This is an optimization exercise on Yosys and OpenROAD, whose aim is small area and a short achievable clock period, not a production implementation. Function was checked by simulation only, so behaviour that the tests miss may differ from the original. Power figures rest on the tool's default switching activity, not on a simulated workload.

==> maple: inputs <==
Design sdfm_regmap, start of the top module:
module sdfm_regmap
(
  input  logic                    SYSCLK,
  input  logic                    SYSRSTn,
  input  logic [16-1:0] addr,
  input  logic                    wr,
  input  logic                    rd,
  input  logic [32-1:0]  wdata,
  output logic [32-1:0]  rdata,    
  input  logic [63:0]             filt_data_out,
  input  logic [1:0]              filt_data_update,
  input  logic [63:0]             comp_data_out,
  input  logic [1:0]              comp_data_update,
  input  logic [1:0]              comp_data_low,
  input  logic [1:0]              comp_data_high,
  output logic                    reg_rsten,
  output logic                    reg_clken,
  output logic [15:0]             reg_filtdec,
  output logic [3:0]              reg_filtmode,
  output logic [7:0]              reg_filtdiv,
  output logic [1:0]              reg_filten,
  output logic [1:0]              reg_filtask,
  output logic [3:0]              reg_filtst,
  output logic [9:0]              reg_filtsh,
  output logic [15:0]             reg_compdec,
  output logic [3:0]              reg_compmode,
  output logic [7:0]              reg_compdiv,
  output logic [1:0]              reg_compen,
  output logic [1:0]              reg_compsen,
  output logic [3:0]              reg_compst,
  output logic [1:0]              reg_compilen,
  output logic [1:0]              reg_compihen,
  output logic [1:0]              reg_complclrflg,
  output logic [1:0]              reg_comphclrflg,
  output logic [63:0]             reg_compltrd,
  output logic [63:0]             reg_comphtrd,
  output logic                    irq
);
==> flow/config.mk <==
export PLATFORM = sky130hd
export DESIGN_NAME = sdfm_regmap
export DESIGN_NICKNAME = sdfm_regmap
export VERILOG_FILES = /design/flow/design.v
export SDC_FILE = /design/flow/constraint.sdc
export NUM_CORES = 4
export LEC_CHECK = 0
export CAP_MARGIN = 20
export CORE_MARGIN = 2
export CORE_UTILIZATION = 65
export PLACE_DENSITY = 0.75
export SETUP_SLACK_MARGIN = 3.1
export SLEW_MARGIN = 20
export SYNTH_HIERARCHICAL = 1
==> flow/constraint.sdc <==
create_clock -name core_clock -period 8.0 [get_ports {SYSCLK}]
set_input_delay 1.6000 -clock core_clock [delete_from_list [all_inputs] [get_ports {SYSCLK}]]
set_output_delay 1.6000 -clock core_clock [all_outputs]
set_load 0.01 [all_outputs]
standard.sh (not shown) runs the stock make flow with config.mk's settings and CLKGATE_MAP_FILE= SYNTH_SCRIPT=/design/flow/synth_recipe.tcl, a recipe that flattens the netlist after the stock synthesis.
==> flow/flow/run.sh <==
#!/bin/bash
# standard layout with plain buf_1 port buffers and a lighter clock tree
set -euo pipefail
export BUFFER_PORTS_ARGS="-buffer_cell sky130_fd_sc_hd__buf_1"
export CTS_ARGS="-sink_clustering_enable -repair_clock_nets -dont_use_dummy_load -buf_list sky130_fd_sc_hd__clkbuf_8 -sink_clustering_size 16 -sink_clustering_max_diameter 50"
bash standard.sh > standard.log 2>&1
==> ember: changes against maple <==
CORE_UTILIZATION = 40   (was 65)
PLACE_DENSITY = not set   (was 0.75)
SETUP_SLACK_MARGIN = 3.3   (was 3.1)
==> impl_metrics.tcl <==
set metrics [dict create \
    power.density_nw_per_um2 184 \
    met3_wirelength_um 5560 \
    swShare_pct 25.3 \
    grt_use_met1_pct 40.4 \
    vias_per_cell 5.96 \
    worstPathCellList "clkbuf_4 > inv_4 > nand3_4 > nor2_2 > buf_6 > nand2_1 > nand4_1 > o31a_1 > buf_1" \
    combinationalPowerShare_pct 7.2 \
    core_area_um2 31700 \
    run_status "finished clean" \
]
That was ember.
==> impl_metrics.tcl <==
set metrics [dict create \
    vias_per_cell 6.65 \
    run_status "finished clean" \
    core_area_um2 19500 \
    worstPathCellList "buf_1 > nor2_1 > nand4_1 > nor2_1 > o31a_1 > buf_1" \
    swShare_pct 24.3 \
    met3_wirelength_um 6620 \
    combinationalPowerShare_pct 6.9 \
    number_of_nets_produced_by_synthesis 1499 \
]
That was maple.

========
==> v24 <==
sdfm_regmap, a different RTL version from the one above (not shown whole).
==> flow/config.mk <==
export PLATFORM = sky130hd
export DESIGN_NAME = sdfm_regmap
export DESIGN_NICKNAME = sdfm_regmap
export VERILOG_FILES = /design/flow/design.v
export SDC_FILE = /design/flow/constraint.sdc
export NUM_CORES = 4
export LEC_CHECK = 0
export CAP_MARGIN = 30
export CORE_MARGIN = 2
export CORE_UTILIZATION = 40
export SLEW_MARGIN = 40
==> flow/constraint.sdc <==
create_clock -name core_clock -period 8.0 [get_ports {SYSCLK}]
set_input_delay 1.6000 -clock core_clock [delete_from_list [all_inputs] [get_ports {SYSCLK}]]
set_output_delay 1.6000 -clock core_clock [all_outputs]
set_load 0.01 [all_outputs]
run.sh (not shown) runs the stock make flow with config.mk's settings and CLKGATE_MAP_FILE= SYNTH_SCRIPT=/design/flow/synth_recipe.tcl, a recipe that flattens the netlist after the stock synthesis.
Stock flow here: none of the scripts above is used.
==> v31 (differences from v24) <==
--- a/flow/design.v
+++ b/flow/design.v
@@ -19,10 +19,22 @@
     REG_CDATA1
   } reg_id_e;
   typedef logic [15:0] reg_sel_t;  
   typedef logic [32-1:0] data_word_t;      
 endpackage
+`timescale 1ns/100ps
+module sdfm_hreg #(parameter int W = 32)
+(
+  input  logic         SYSCLK,
+  input  logic         s,
+  input  logic         h,
+  input  logic [W-1:0] d,
+  output logic [W-1:0] q
+);
+  always_ff @(posedge SYSCLK)
+    q <= ({W{s}} & d) | ({W{h}} & q);
+endmodule
 `timescale 1ns/100ps
 module sdfm_regmap
 (
   input  logic                    SYSCLK,
   input  logic                    SYSRSTn,
@@ -74,50 +86,35 @@
   assign rq   = rd && dev_ok;
   logic [16:0] ws, wh;
   assign ws = SYSRSTn ? wsel  : '0;
   assign wh = SYSRSTn ? ~wsel : '0;
   logic        mien;
-  always_ff @(posedge SYSCLK)
-  begin
-    reg_rsten <= (ws[2] & wdata[0]) | (wh[2] & reg_rsten);
-    reg_clken <= (ws[2] & wdata[1]) | (wh[2] & reg_clken);
-    mien      <= (ws[2] & wdata[4]) | (wh[2] & mien);
-    for (int i = 0; i < 2; i++)
-    begin
-      reg_filtdec[i*8 +: 8]  <= ({8{ws[3+i]}} & wdata[7:0])   | ({8{wh[3+i]}} & reg_filtdec[i*8 +: 8]);
-      reg_filtmode[i*2 +: 2] <= ({2{ws[3+i]}} & wdata[9:8])   | ({2{wh[3+i]}} & reg_filtmode[i*2 +: 2]);
-      reg_filtdiv[i*4 +: 4]  <= ({4{ws[3+i]}} & wdata[15:12]) | ({4{wh[3+i]}} & reg_filtdiv[i*4 +: 4]);
-      reg_filten[i]          <= (ws[3+i] & wdata[16])         | (wh[3+i] & reg_filten[i]);
-      reg_filtask[i]         <= (ws[3+i] & wdata[17])         | (wh[3+i] & reg_filtask[i]);
-      reg_filtst[i*2 +: 2]   <= ({2{ws[3+i]}} & wdata[21:20]) | ({2{wh[3+i]}} & reg_filtst[i*2 +: 2]);
-      reg_filtsh[i*5 +: 5]   <= ({5{ws[3+i]}} & wdata[28:24]) | ({5{wh[3+i]}} & reg_filtsh[i*5 +: 5]);
-      reg_compdec[i*8 +: 8]  <= ({8{ws[5+i]}} & wdata[7:0])   | ({8{wh[5+i]}} & reg_compdec[i*8 +: 8]);
-      reg_compmode[i*2 +: 2] <= ({2{ws[5+i]}} & wdata[9:8])   | ({2{wh[5+i]}} & reg_compmode[i*2 +: 2]);
-      reg_compdiv[i*4 +: 4]  <= ({4{ws[5+i]}} & wdata[15:12]) | ({4{wh[5+i]}} & reg_compdiv[i*4 +: 4]);
-      reg_compen[i]          <= (ws[5+i] & wdata[16])         | (wh[5+i] & reg_compen[i]);
-      reg_compsen[i]         <= (ws[5+i] & wdata[17])         | (wh[5+i] & reg_compsen[i]);
-      reg_compst[i*2 +: 2]   <= ({2{ws[5+i]}} & wdata[21:20]) | ({2{wh[5+i]}} & reg_compst[i*2 +: 2]);
-      reg_compilen[i]        <= (ws[5+i] & wdata[24])         | (wh[5+i] & reg_compilen[i]);
-      reg_compihen[i]        <= (ws[5+i] & wdata[25])         | (wh[5+i] & reg_compihen[i]);
-      reg_complclrflg[i]     <= (ws[5+i] & wdata[28])         | (wh[5+i] & reg_complclrflg[i]);
-      reg_comphclrflg[i]     <= (ws[5+i] & wdata[29])         | (wh[5+i] & reg_comphclrflg[i]);
-      reg_compltrd[i*32 +: 32] <= ({32{ws[7+i]}} & wdata) | ({32{wh[7+i]}} & reg_compltrd[i*32 +: 32]);
-      reg_comphtrd[i*32 +: 32] <= ({32{ws[9+i]}} & wdata) | ({32{wh[9+i]}} & reg_comphtrd[i*32 +: 32]);
-    end
-  end
   logic [63:0] fdata, cdata;
   logic [1:0]  fs, fh, cs, ch;
   assign fs = SYSRSTn ? filt_data_update  : 2'b00;
   assign fh = SYSRSTn ? ~filt_data_update : 2'b00;
   assign cs = SYSRSTn ? comp_data_update  : 2'b00;
   assign ch = SYSRSTn ? ~comp_data_update : 2'b00;
-  always_ff @(posedge SYSCLK)
-    for (int i = 0; i < 2; i++)
-    begin
-      fdata[i*32 +: 32] <= ({32{fs[i]}} & filt_data_out[i*32 +: 32]) | ({32{fh[i]}} & fdata[i*32 +: 32]);
-      cdata[i*32 +: 32] <= ({32{cs[i]}} & comp_data_out[i*32 +: 32]) | ({32{ch[i]}} & cdata[i*32 +: 32]);
-    end
+  sdfm_hreg #(3) u_ctl (.SYSCLK, .s(ws[2]), .h(wh[2]), .d({wdata[4], wdata[1:0]}),
+                        .q({mien, reg_clken, reg_rsten}));
+  for (genvar i = 0; i < 2; i++)
+  begin : g_ch
+    sdfm_hreg #(23) u_dfparm (.SYSCLK, .s(ws[3+i]), .h(wh[3+i]),
+      .d({wdata[28:24], wdata[21:20], wdata[17], wdata[16], wdata[15:12], wdata[9:8], wdata[7:0]}),
+      .q({reg_filtsh[i*5 +: 5], reg_filtst[i*2 +: 2], reg_filtask[i], reg_filten[i],
+          reg_filtdiv[i*4 +: 4], reg_filtmode[i*2 +: 2], reg_filtdec[i*8 +: 8]}));
+    sdfm_hreg #(22) u_cparm (.SYSCLK, .s(ws[5+i]), .h(wh[5+i]),
+      .d({wdata[29], wdata[28], wdata[25], wdata[24], wdata[21:20], wdata[17], wdata[16],
+          wdata[15:12], wdata[9:8], wdata[7:0]}),
+      .q({reg_comphclrflg[i], reg_complclrflg[i], reg_compihen[i], reg_compilen[i],
+          reg_compst[i*2 +: 2], reg_compsen[i], reg_compen[i], reg_compdiv[i*4 +: 4],
+          reg_compmode[i*2 +: 2], reg_compdec[i*8 +: 8]}));
+    sdfm_hreg #(32) u_cmpl (.SYSCLK, .s(ws[7+i]), .h(wh[7+i]), .d(wdata), .q(reg_compltrd[i*32 +: 32]));
+    sdfm_hreg #(32) u_cmph (.SYSCLK, .s(ws[9+i]), .h(wh[9+i]), .d(wdata), .q(reg_comphtrd[i*32 +: 32]));
+    sdfm_hreg #(32) u_fdata (.SYSCLK, .s(fs[i]), .h(fh[i]), .d(filt_data_out[i*32 +: 32]), .q(fdata[i*32 +: 32]));
+    sdfm_hreg #(32) u_cdata (.SYSCLK, .s(cs[i]), .h(ch[i]), .d(comp_data_out[i*32 +: 32]), .q(cdata[i*32 +: 32]));
+  end
   logic [1:0] flg_lf, flg_hf;
   logic       clr_wr;
   assign clr_wr = wsel[1];
   always_ff @(posedge SYSCLK)
   begin
==> flow/flow/run.sh (new file) <==
#!/bin/bash
# standard layout with plain buf_1 port buffers and a lighter clock tree
set -euo pipefail
export BUFFER_PORTS_ARGS="-buffer_cell sky130_fd_sc_hd__buf_1"
export CTS_ARGS="-sink_clustering_enable -repair_clock_nets -dont_use_dummy_load -buf_list sky130_fd_sc_hd__clkbuf_8 -sink_clustering_size 20 -sink_clustering_max_diameter 60"
bash standard.sh > standard.log 2>&1
==> flow/standard.sh (new file) <==
#!/bin/bash
# synth_recipe.tcl (not shown) runs the flow's synth.tcl, then flattens the netlist and writes it again
# the make line also repeats each setting of config.mk as NAME=value (left out here)
make -C /OpenROAD-flow-scripts/flow DESIGN_CONFIG=/design/flow/config.mk WORK_HOME=/design/flow/orfs CLKGATE_MAP_FILE= SYNTH_SCRIPT=/design/flow/synth_recipe.tcl "${@:-finish}"
Settings changed: SETUP_SLACK_MARGIN set to 3.0, SYNTH_HIERARCHICAL set to 1.
removed: flow/run.sh
==> v11 (differences from v24) <==
--- a/flow/design.v
+++ b/flow/design.v
@@ -19,10 +19,22 @@
     REG_CDATA1
   } reg_id_e;
   typedef logic [15:0] reg_sel_t;  
   typedef logic [32-1:0] data_word_t;      
 endpackage
+`timescale 1ns/100ps
+module sdfm_hreg #(parameter int W = 32)
+(
+  input  logic         SYSCLK,
+  input  logic         s,
+  input  logic         h,
+  input  logic [W-1:0] d,
+  output logic [W-1:0] q
+);
+  always_ff @(posedge SYSCLK)
+    q <= ({W{s}} & d) | ({W{h}} & q);
+endmodule
 `timescale 1ns/100ps
 module sdfm_regmap
 (
   input  logic                    SYSCLK,
   input  logic                    SYSRSTn,
@@ -74,50 +86,35 @@
   assign rq   = rd && dev_ok;
   logic [16:0] ws, wh;
   assign ws = SYSRSTn ? wsel  : '0;
   assign wh = SYSRSTn ? ~wsel : '0;
   logic        mien;
-  always_ff @(posedge SYSCLK)
-  begin
-    reg_rsten <= (ws[2] & wdata[0]) | (wh[2] & reg_rsten);
-    reg_clken <= (ws[2] & wdata[1]) | (wh[2] & reg_clken);
-    mien      <= (ws[2] & wdata[4]) | (wh[2] & mien);
-    for (int i = 0; i < 2; i++)
-    begin
-      reg_filtdec[i*8 +: 8]  <= ({8{ws[3+i]}} & wdata[7:0])   | ({8{wh[3+i]}} & reg_filtdec[i*8 +: 8]);
-      reg_filtmode[i*2 +: 2] <= ({2{ws[3+i]}} & wdata[9:8])   | ({2{wh[3+i]}} & reg_filtmode[i*2 +: 2]);
-      reg_filtdiv[i*4 +: 4]  <= ({4{ws[3+i]}} & wdata[15:12]) | ({4{wh[3+i]}} & reg_filtdiv[i*4 +: 4]);
-      reg_filten[i]          <= (ws[3+i] & wdata[16])         | (wh[3+i] & reg_filten[i]);
-      reg_filtask[i]         <= (ws[3+i] & wdata[17])         | (wh[3+i] & reg_filtask[i]);
-      reg_filtst[i*2 +: 2]   <= ({2{ws[3+i]}} & wdata[21:20]) | ({2{wh[3+i]}} & reg_filtst[i*2 +: 2]);
-      reg_filtsh[i*5 +: 5]   <= ({5{ws[3+i]}} & wdata[28:24]) | ({5{wh[3+i]}} & reg_filtsh[i*5 +: 5]);
-      reg_compdec[i*8 +: 8]  <= ({8{ws[5+i]}} & wdata[7:0])   | ({8{wh[5+i]}} & reg_compdec[i*8 +: 8]);
-      reg_compmode[i*2 +: 2] <= ({2{ws[5+i]}} & wdata[9:8])   | ({2{wh[5+i]}} & reg_compmode[i*2 +: 2]);
-      reg_compdiv[i*4 +: 4]  <= ({4{ws[5+i]}} & wdata[15:12]) | ({4{wh[5+i]}} & reg_compdiv[i*4 +: 4]);
-      reg_compen[i]          <= (ws[5+i] & wdata[16])         | (wh[5+i] & reg_compen[i]);
-      reg_compsen[i]         <= (ws[5+i] & wdata[17])         | (wh[5+i] & reg_compsen[i]);
-      reg_compst[i*2 +: 2]   <= ({2{ws[5+i]}} & wdata[21:20]) | ({2{wh[5+i]}} & reg_compst[i*2 +: 2]);
-      reg_compilen[i]        <= (ws[5+i] & wdata[24])         | (wh[5+i] & reg_compilen[i]);
-      reg_compihen[i]        <= (ws[5+i] & wdata[25])         | (wh[5+i] & reg_compihen[i]);
-      reg_complclrflg[i]     <= (ws[5+i] & wdata[28])         | (wh[5+i] & reg_complclrflg[i]);
-      reg_comphclrflg[i]     <= (ws[5+i] & wdata[29])         | (wh[5+i] & reg_comphclrflg[i]);
-      reg_compltrd[i*32 +: 32] <= ({32{ws[7+i]}} & wdata) | ({32{wh[7+i]}} & reg_compltrd[i*32 +: 32]);
-      reg_comphtrd[i*32 +: 32] <= ({32{ws[9+i]}} & wdata) | ({32{wh[9+i]}} & reg_comphtrd[i*32 +: 32]);
-    end
-  end
   logic [63:0] fdata, cdata;
   logic [1:0]  fs, fh, cs, ch;
   assign fs = SYSRSTn ? filt_data_update  : 2'b00;
   assign fh = SYSRSTn ? ~filt_data_update : 2'b00;
   assign cs = SYSRSTn ? comp_data_update  : 2'b00;
   assign ch = SYSRSTn ? ~comp_data_update : 2'b00;
-  always_ff @(posedge SYSCLK)
-    for (int i = 0; i < 2; i++)
-    begin
-      fdata[i*32 +: 32] <= ({32{fs[i]}} & filt_data_out[i*32 +: 32]) | ({32{fh[i]}} & fdata[i*32 +: 32]);
-      cdata[i*32 +: 32] <= ({32{cs[i]}} & comp_data_out[i*32 +: 32]) | ({32{ch[i]}} & cdata[i*32 +: 32]);
-    end
+  sdfm_hreg #(3) u_ctl (.SYSCLK, .s(ws[2]), .h(wh[2]), .d({wdata[4], wdata[1:0]}),
+                        .q({mien, reg_clken, reg_rsten}));
+  for (genvar i = 0; i < 2; i++)
+  begin : g_ch
+    sdfm_hreg #(23) u_dfparm (.SYSCLK, .s(ws[3+i]), .h(wh[3+i]),
+      .d({wdata[28:24], wdata[21:20], wdata[17], wdata[16], wdata[15:12], wdata[9:8], wdata[7:0]}),
+      .q({reg_filtsh[i*5 +: 5], reg_filtst[i*2 +: 2], reg_filtask[i], reg_filten[i],
+          reg_filtdiv[i*4 +: 4], reg_filtmode[i*2 +: 2], reg_filtdec[i*8 +: 8]}));
+    sdfm_hreg #(22) u_cparm (.SYSCLK, .s(ws[5+i]), .h(wh[5+i]),
+      .d({wdata[29], wdata[28], wdata[25], wdata[24], wdata[21:20], wdata[17], wdata[16],
+          wdata[15:12], wdata[9:8], wdata[7:0]}),
+      .q({reg_comphclrflg[i], reg_complclrflg[i], reg_compihen[i], reg_compilen[i],
+          reg_compst[i*2 +: 2], reg_compsen[i], reg_compen[i], reg_compdiv[i*4 +: 4],
+          reg_compmode[i*2 +: 2], reg_compdec[i*8 +: 8]}));
+    sdfm_hreg #(32) u_cmpl (.SYSCLK, .s(ws[7+i]), .h(wh[7+i]), .d(wdata), .q(reg_compltrd[i*32 +: 32]));
+    sdfm_hreg #(32) u_cmph (.SYSCLK, .s(ws[9+i]), .h(wh[9+i]), .d(wdata), .q(reg_comphtrd[i*32 +: 32]));
+    sdfm_hreg #(32) u_fdata (.SYSCLK, .s(fs[i]), .h(fh[i]), .d(filt_data_out[i*32 +: 32]), .q(fdata[i*32 +: 32]));
+    sdfm_hreg #(32) u_cdata (.SYSCLK, .s(cs[i]), .h(ch[i]), .d(comp_data_out[i*32 +: 32]), .q(cdata[i*32 +: 32]));
+  end
   logic [1:0] flg_lf, flg_hf;
   logic       clr_wr;
   assign clr_wr = wsel[1];
   always_ff @(posedge SYSCLK)
   begin
==> flow/flow/run.sh (new file) <==
#!/bin/bash
# standard layout, with plain buffers on the ports instead of the default delay buffers
set -euo pipefail
export BUFFER_PORTS_ARGS="-buffer_cell sky130_fd_sc_hd__buf_2"
bash standard.sh > standard.log 2>&1
==> flow/standard.sh (new file) <==
#!/bin/bash
# synth_recipe.tcl (not shown) runs the flow's synth.tcl, then flattens the netlist and writes it again
# the make line also repeats each setting of config.mk as NAME=value (left out here)
make -C /OpenROAD-flow-scripts/flow DESIGN_CONFIG=/design/flow/config.mk WORK_HOME=/design/flow/orfs CLKGATE_MAP_FILE= SYNTH_SCRIPT=/design/flow/synth_recipe.tcl "${@:-finish}"
Settings changed: SETUP_SLACK_MARGIN set to 3.6, SYNTH_HIERARCHICAL set to 1.
removed: flow/run.sh
==> comparison table <==
Result of the run: v24 complete, no violations; v11 complete, no violations; v31 complete, no violations
Max layer used: v24 met5; v11 met5; v31 met4
Area of the multi-input gates: v24 7020 µm²; v11 6840 µm²; v31 6350 µm²
Proportion of cell area spent on the clock network: v24 6.12%; v11 6.44%; v31 2.50%
Most frequent CP cell: v24 clkdlybuf4s50_1; v11 buf_4; v31 -
Std-Cell Core Area: v24 36400 µm²; v11 34600 µm²; v31 34600 µm²
Power attributed to combinational cells: v24 0.000330 W; v11 0.000339 W; v31 0.000283 W
Non-Clock Buffer Count: v24 478; v11 588; v31 520
Multi-input comb cells: v24 873; v11 731; v31 731
Total power density per cell area: v24 191 nW/µm²; v11 201 nW/µm²; v31 178 nW/µm²
Worst r2r src: v24 reg_compilen[0]$_DFF_P_; v11 g_ch[0].u_cparm.q[18]$_DFF_P_; v31 g_ch[0].u_cparm.q[18]$_DFF_P_
Fraction of the mapped netlist area in compound gates: v24 23.7%; v11 31.4%; v31 31.4%
Yosys warning total: v24 1; v11 11; v31 11
Clock transition at the registers of the reported paths: v24 60 ps; v11 60 ps; v31 70 ps

## what the ideal ports hide
How much do the figures lean on ideal ports? The routed layouts below were timed once more, with nothing changed but the port constraints.
Step 1 (the two cells are an assumption about what drives the block):
set clk [get_ports {SYSCLK}]
set_driving_cell -lib_cell sky130_fd_sc_hd__clkbuf_16 $clk
set_driving_cell -lib_cell sky130_fd_sc_hd__buf_2 [delete_from_list [all_inputs] $clk]
Step 2 adds t to the input delays and takes it off the output delays; t is the mean of the earliest and latest rising clock arrival at the registers after step 1. Input paths then give back, and output paths get back, about the clock's delay inside the block.
a / b / c = no drivers / after step 1 / after step 2; a / b = the first two.
run | shift t [ns] | slack for setup (ns) | worst setup path after step 2
maple | 0.637 | 2.985 / 2.941 / 2.941 | input to output
ember | 0.609 | 3.277 / 3.229 / 3.229 | input to output
v24 | 0.579 | 1.038 / 0.950 / 0.950 | input to output
v31 | 0.644 | 2.965 / 2.849 / 2.849 | input to output
v11 | 0.577 | 3.071 / 2.941 / 2.941 | input to output
After both steps every run listed still meets setup and hold. For v11, which loses most, drivers alone change the setup slack by -0.130 ns; drivers and shift together by -0.130 ns.
